What follows belongs to an exercise in optimizing a design on an open flow for small area; a production flow would make more cautious choices.
The RTL was checked by simulation tests, not by an equivalence proof against the original design.
Power figures rest on the tool's default switching activity, not on a simulated workload.

==> wip/willow: inputs <==
Design regfile_scoreboard, start of the top module:
module regfile_scoreboard #(
   parameter bit BYPASS_EN  = 1'b1,
   parameter bit RESET_ZERO = 1'b1
) (
   input  logic        clk_i,
   input  logic        rst_ni,
   input  logic [4:0]  rf_waddr_WB_i,
   input  logic [31:0] rf_wdata_WB_i,
   input  logic        rf_we_WB_i,
   input  logic [4:0]  rf_raddr_a_i,
   input  logic [4:0]  rf_raddr_b_i,
   input  logic        rf_re_a_i,
   input  logic        rf_re_b_i,
   output logic [31:0] rf_rdata_a_o,
   output logic [31:0] rf_rdata_b_o,
   input  logic        ld_issue_i,
   input  logic [4:0]  ld_rd_i,
   output logic        stall_o,
   output logic [31:0] busy_o
);
==> module regfile_scoreboard, before the edit <==
module regfile_scoreboard #(
   parameter bit BYPASS_EN  = 1'b1,
   parameter bit RESET_ZERO = 1'b1
) (
   input  logic        clk_i,
   input  logic        rst_ni,
   input  logic [4:0]  rf_waddr_WB_i,
   input  logic [31:0] rf_wdata_WB_i,
   input  logic        rf_we_WB_i,
   input  logic [4:0]  rf_raddr_a_i,
   input  logic [4:0]  rf_raddr_b_i,
   input  logic        rf_re_a_i,
   input  logic        rf_re_b_i,
   output logic [31:0] rf_rdata_a_o,
   output logic [31:0] rf_rdata_b_o,
   input  logic        ld_issue_i,
   input  logic [4:0]  ld_rd_i,
   output logic        stall_o,
   output logic [31:0] busy_o
);
   logic [31:0] regs [1:31];
   logic [31:0] regs_rd [0:31];
   logic [31:1] busy_q;
   logic [31:1] busy_d;
   logic [31:0] busy_full;
   logic        wr_en;
   logic        hit_a;
   logic        hit_b;
   logic [31:0] rdata_a;
   logic [31:0] rdata_b;
   assign wr_en = rf_we_WB_i && (rf_waddr_WB_i != 5'd0);
   assign hit_a = BYPASS_EN && rf_we_WB_i && (rf_waddr_WB_i == rf_raddr_a_i);
   assign hit_b = BYPASS_EN && rf_we_WB_i && (rf_waddr_WB_i == rf_raddr_b_i);
   for (genvar i = 1; i < 32; i++) begin : g_reg
      if (RESET_ZERO) begin : g_rst_zero
         always_ff @(posedge clk_i or negedge rst_ni) begin
            if (!rst_ni) begin
               regs[i] <= '0;
            end else if (wr_en && (rf_waddr_WB_i == 5'(i))) begin
               regs[i] <= rf_wdata_WB_i;
            end
         end
      end else begin : g_rst_keep
         always_ff @(posedge clk_i) begin
            if (rst_ni && wr_en && (rf_waddr_WB_i == 5'(i))) begin
               regs[i] <= rf_wdata_WB_i;
            end
         end
      end
      assign regs_rd[i] = regs[i];
   end
   assign regs_rd[0] = '0;
   always_comb begin
      rdata_a = '0;
      rdata_b = '0;
      if (rf_raddr_a_i != 5'd0) begin
         rdata_a = hit_a ? rf_wdata_WB_i : regs_rd[rf_raddr_a_i];
      end
      if (rf_raddr_b_i != 5'd0) begin
         rdata_b = hit_b ? rf_wdata_WB_i : regs_rd[rf_raddr_b_i];
      end
   end
   assign rf_rdata_a_o = rdata_a;
   assign rf_rdata_b_o = rdata_b;
   always_comb begin
      busy_d = busy_q;
      if (wr_en) begin
         busy_d[rf_waddr_WB_i] = 1'b0;
      end
      if (ld_issue_i && (ld_rd_i != 5'd0)) begin
         busy_d[ld_rd_i] = 1'b1;
      end
   end
   always_ff @(posedge clk_i or negedge rst_ni) begin
      if (!rst_ni) begin
         busy_q <= '0;
      end else begin
         busy_q <= busy_d;
      end
   end
   assign busy_full = {busy_q, 1'b0};
   assign busy_o    = busy_full;
   assign stall_o   = (rf_re_a_i && busy_full[rf_raddr_a_i] && !hit_a) ||
                      (rf_re_b_i && busy_full[rf_raddr_b_i] && !hit_b);
endmodule
Settings: LEC_CHECK=0, CAP_MARGIN=20, CORE_MARGIN=2, CORE_UTILIZATION=40, SLEW_MARGIN=20; clock period 6.5 ns.
run.sh (not shown) runs the stock make flow with config.mk's settings and CLKGATE_MAP_FILE= SYNTH_SCRIPT=/design/flow/synth_recipe.tcl, a recipe that flattens the netlist after the stock synthesis.
==> wip/sierra: changes against wip/willow <==
==> flow/design.v (replaced) <==
module regfile_scoreboard #(
   parameter bit BYPASS_EN  = 1'b1,
   parameter bit RESET_ZERO = 1'b1
) (
   input  logic        clk_i,
   input  logic        rst_ni,
   input  logic [4:0]  rf_waddr_WB_i,
   input  logic [31:0] rf_wdata_WB_i,
   input  logic        rf_we_WB_i,
   input  logic [4:0]  rf_raddr_a_i,
   input  logic [4:0]  rf_raddr_b_i,
   input  logic        rf_re_a_i,
   input  logic        rf_re_b_i,
   output logic [31:0] rf_rdata_a_o,
   output logic [31:0] rf_rdata_b_o,
   input  logic        ld_issue_i,
   input  logic [4:0]  ld_rd_i,
   output logic        stall_o,
   output logic [31:0] busy_o
);
   logic [31:0] regs [1:31];
   logic [31:1] valid_q;
   logic [31:1] busy_q;
   logic [31:1] wsel;
   logic [31:1] lsel;
   logic [31:1] wsel_n;
   logic [31:1] asel;
   logic [31:1] bsel;
   logic        hit_a;
   logic        hit_b;
   logic [31:0] rdata_a;
   logic [31:0] rdata_b;
   always_comb begin
      for (int i = 1; i < 32; i++) begin
         wsel[i] = rf_we_WB_i && (rf_waddr_WB_i == 5'(i));
         wsel_n[i] = !rf_we_WB_i || (rf_waddr_WB_i != 5'(i));
         lsel[i] = ld_issue_i && (ld_rd_i == 5'(i));
         asel[i] = (rf_raddr_a_i == 5'(i));
         bsel[i] = (rf_raddr_b_i == 5'(i));
      end
   end
   assign hit_a = BYPASS_EN && rf_we_WB_i && (rf_waddr_WB_i == rf_raddr_a_i) && (rf_raddr_a_i != 5'd0);
   assign hit_b = BYPASS_EN && rf_we_WB_i && (rf_waddr_WB_i == rf_raddr_b_i) && (rf_raddr_b_i != 5'd0);
   for (genvar i = 1; i < 32; i++) begin : g_reg
      logic [31:0] regs_d;
      rf_sb_wr_sel u_wr (.q_i(regs[i]), .d_i(rf_wdata_WB_i), .en_i(wsel[i]), .en_ni(wsel_n[i]), .y_o(regs_d));
      always_ff @(posedge clk_i) begin
         regs[i] <= regs_d;
      end
   end
   always_ff @(posedge clk_i or negedge rst_ni) begin
      if (!rst_ni) begin
         valid_q <= RESET_ZERO ? '0 : '1;
      end else begin
         valid_q <= valid_q | wsel;
      end
   end
   logic [31:0] asel_f;
   logic [31:0] bsel_f;
   assign asel_f = {asel & valid_q & ~wsel, hit_a};
   assign bsel_f = {bsel & valid_q & ~wsel, hit_b};
   for (genvar k = 0; k < 32; k++) begin : g_rd
      logic [31:0] col;
      assign col[0] = rf_wdata_WB_i[k];
      for (genvar i = 1; i < 32; i++) begin : g_col
         assign col[i] = regs[i][k];
      end
      rf_sb_rd_bit u_a (.d_i(col), .s_i(asel_f), .y_o(rdata_a[k]));
      rf_sb_rd_bit u_b (.d_i(col), .s_i(bsel_f), .y_o(rdata_b[k]));
   end
   assign rf_rdata_a_o = rdata_a;
   assign rf_rdata_b_o = rdata_b;
   always_ff @(posedge clk_i or negedge rst_ni) begin
      if (!rst_ni) begin
         busy_q <= '0;
      end else begin
         busy_q <= (busy_q & ~wsel) | lsel;
      end
   end
   assign busy_o  = {busy_q, 1'b0};
   assign stall_o = (rf_re_a_i && |(asel & busy_q & ~wsel)) ||
                    (rf_re_b_i && |(bsel & busy_q & ~wsel));
endmodule
module rf_sb_rd_bit (
   input  logic [31:0] d_i,
   input  logic [31:0] s_i,
   output logic        y_o
);
   logic [10:0] t_n;
   for (genvar j = 0; j < 10; j++) begin : g_grp
      rf_sb_aoi222 u_g (.d_i(d_i[3*j +: 3]), .s_i(s_i[3*j +: 3]), .y_no(t_n[j]));
   end
   rf_sb_aoi22 u_g10 (.d_i(d_i[31:30]), .s_i(s_i[31:30]), .y_no(t_n[10]));
   assign y_o = ~&t_n;
endmodule
module rf_sb_aoi222 (
   input  logic [2:0] d_i,
   input  logic [2:0] s_i,
   output logic       y_no
);
   assign y_no = ~|(d_i & s_i);
endmodule
module rf_sb_aoi22 (
   input  logic [1:0] d_i,
   input  logic [1:0] s_i,
   output logic       y_no
);
   assign y_no = ~|(d_i & s_i);
endmodule
module rf_sb_wr_sel (
   input  logic [31:0] q_i,
   input  logic [31:0] d_i,
   input  logic        en_i,
   input  logic        en_ni,
   output logic [31:0] y_o
);
   for (genvar k = 0; k < 32; k++) begin : g_bit
      rf_sb_ao22 u_b (.a_i(q_i[k]), .an_i(en_ni), .b_i(d_i[k]), .bn_i(en_i), .y_o(y_o[k]));
   end
endmodule
module rf_sb_ao22 (
   input  logic a_i,
   input  logic an_i,
   input  logic b_i,
   input  logic bn_i,
   output logic y_o
);
   assign y_o = (a_i & an_i) | (b_i & bn_i);
endmodule
==> flow/flow/run.sh (new file) <==
#!/bin/bash
cp standard.sh standard_sh.txt
export BUFFER_PORTS_ARGS="-buffer_cell sky130_fd_sc_hd__buf_1"
export CTS_ARGS="-sink_clustering_enable -repair_clock_nets -dont_use_dummy_load -buf_list {sky130_fd_sc_hd__clkbuf_4 sky130_fd_sc_hd__clkbuf_8} -sink_clustering_size 16 -sink_clustering_max_diameter 64"
export FASTROUTE_TCL="$PWD/flow/fastroute.tcl"
bash standard.sh > standard.log 2>&1
==> flow/flow/fastroute.tcl (new file) <==
# Global routing layers as the platform sets them, but with less of met1 and
# met2 offered to the global router: most of met1 is taken by the cells' own
# shapes and pin access, so signal wiring is pushed up to met3 and met4.
set_global_routing_layer_adjustment met1 0.6
set_global_routing_layer_adjustment met2 0.35
set_global_routing_layer_adjustment met3-$::env(MAX_ROUTING_LAYER) 0.2

set_routing_layers -clock $::env(MIN_CLK_ROUTING_LAYER)-$::env(MAX_ROUTING_LAYER)
set_routing_layers -signal $::env(MIN_ROUTING_LAYER)-$::env(MAX_ROUTING_LAYER)
==> flow/standard.sh (new file) <==
#!/bin/bash
# synth_recipe.tcl (not shown) runs the flow's synth.tcl, then flattens the netlist and writes it again
# the make line also repeats each setting of config.mk as NAME=value (left out here)
make -C /OpenROAD-flow-scripts/flow DESIGN_CONFIG=/design/flow/config.mk WORK_HOME=/design/flow/orfs CLKGATE_MAP_FILE= SYNTH_SCRIPT=/design/flow/synth_recipe.tcl "${@:-finish}"
--- a/flow/config.mk
+++ b/flow/config.mk
@@ -6,6 +6,11 @@
 export NUM_CORES = 4
 export LEC_CHECK = 0
-export CAP_MARGIN = 20
+export CAP_MARGIN = 10
+export CELL_PAD_IN_SITES_DETAIL_PLACEMENT = 1
+export CELL_PAD_IN_SITES_GLOBAL_PLACEMENT = 2
 export CORE_MARGIN = 2
-export CORE_UTILIZATION = 40
-export SLEW_MARGIN = 20
+export CORE_UTILIZATION = 55
+export CTS_BUF_LIST = sky130_fd_sc_hd__clkbuf_4 sky130_fd_sc_hd__clkbuf_8
+export PLACE_DENSITY = 0.65
+export SLEW_MARGIN = 10
+export SYNTH_HIERARCHICAL = 1
removed: flow/run.sh
==> comparison table <==
Last element of the critical path: wip/willow rf_rdata_a_o[0]; wip/sierra rf_rdata_a_o[24]
Die outline area: wip/willow 0.137 mm2; wip/sierra 0.0771 mm2
Share of cells above drive strength 1: wip/willow 35.0%; wip/sierra 13.3%
Avg Cell Area, Syn: wip/willow 11.6 um2; wip/sierra 12.0 um2
Later-pin clock latency in the skew report: wip/willow 0.78 ns; wip/sierra 0.74 ns
FFs & Latches: wip/willow 1023; wip/sierra 1054
Arithmetic-cell share of the synthesized area counting full adders, half adders and majority gates: wip/willow 0.489%; wip/sierra 0%
Maximum clock frequency: wip/willow 157 MHz; wip/sierra 158 MHz
Instance area at placement: wip/willow 0.0592 mm2; wip/sierra 0.0451 mm2
Transition time of the tightest slew-check pin: wip/willow 1.35 ns; wip/sierra 1.35 ns
Critical Path Slowest Stage Cell: wip/willow sky130_fd_sc_hd__clkdlybuf4s50_1; wip/sierra sky130_fd_sc_hd__nor3_4
Worst path setup slack after routing: wip/willow 0.140 ns; wip/sierra 0.155 ns
Post-DR vias/cell: wip/willow 7.46; wip/sierra 9.12
Worst slack at placement: wip/willow 0.203 ns; wip/sierra 0.512 ns
CP Depth: wip/willow 10; wip/sierra 8
Final cell utilization of the core: wip/willow 47.4%; wip/sierra 62.2%
GR met3 Demand/Resource: wip/willow 19.8%; wip/sierra 68.7%
Yosys top cell area share: wip/willow 47.6%; wip/sierra 48.2%
Initial antenna violation count: wip/willow 23; wip/sierra 33
Overall power: wip/willow 19600 uW; wip/sierra 14600 uW
Area share of and/or/nand/nor cells after synthesis: wip/willow 8.43%; wip/sierra 6.92%
Leakage power: wip/willow 0.0269 uW; wip/sierra 0.0172 uW
Cells after synthesis: wip/willow 4642; wip/sierra 3445
Run status: wip/willow no timing/DRC/antenna violations; wip/sierra no timing/DRC/antenna violations
Initial Util: wip/willow 40.3%; wip/sierra 55.4%
Worst setup slack for register-to-register paths: wip/willow 5.54 ns; wip/sierra 5.42 ns

## separate check: timing with driven ports
Ports are ideal in the flow. The routed layouts listed here were re-timed in OpenROAD.
Step 1: set_driving_cell puts a clkbuf_16 on clk_i and a buf_2 on each other input, an assumption about the parent block.
Step 2 times the ports against the registers' clock, not the clock port: input delays grow and output delays shrink by t, the midpoint of the rising clock arrivals with the driver on.
Three values: ideal ports, drivers, drivers and shift; two values: the first two.
| run | t, ns | setup WS [ns] | clock arrival spread, ns |
|---|---|---|---|
| wip/willow | 0.849 | 0.140 / 0.059 / 0.059 | 0.040 / 0.039 |
| wip/sierra | 0.819 | 0.155 / 0.125 / 0.125 | 0.090 / 0.090 |
After both steps setup and hold are still met in every run listed. The setup slack of wip/willow, which loses most, moves by -0.081 ns with the drivers and by -0.081 ns with both steps.
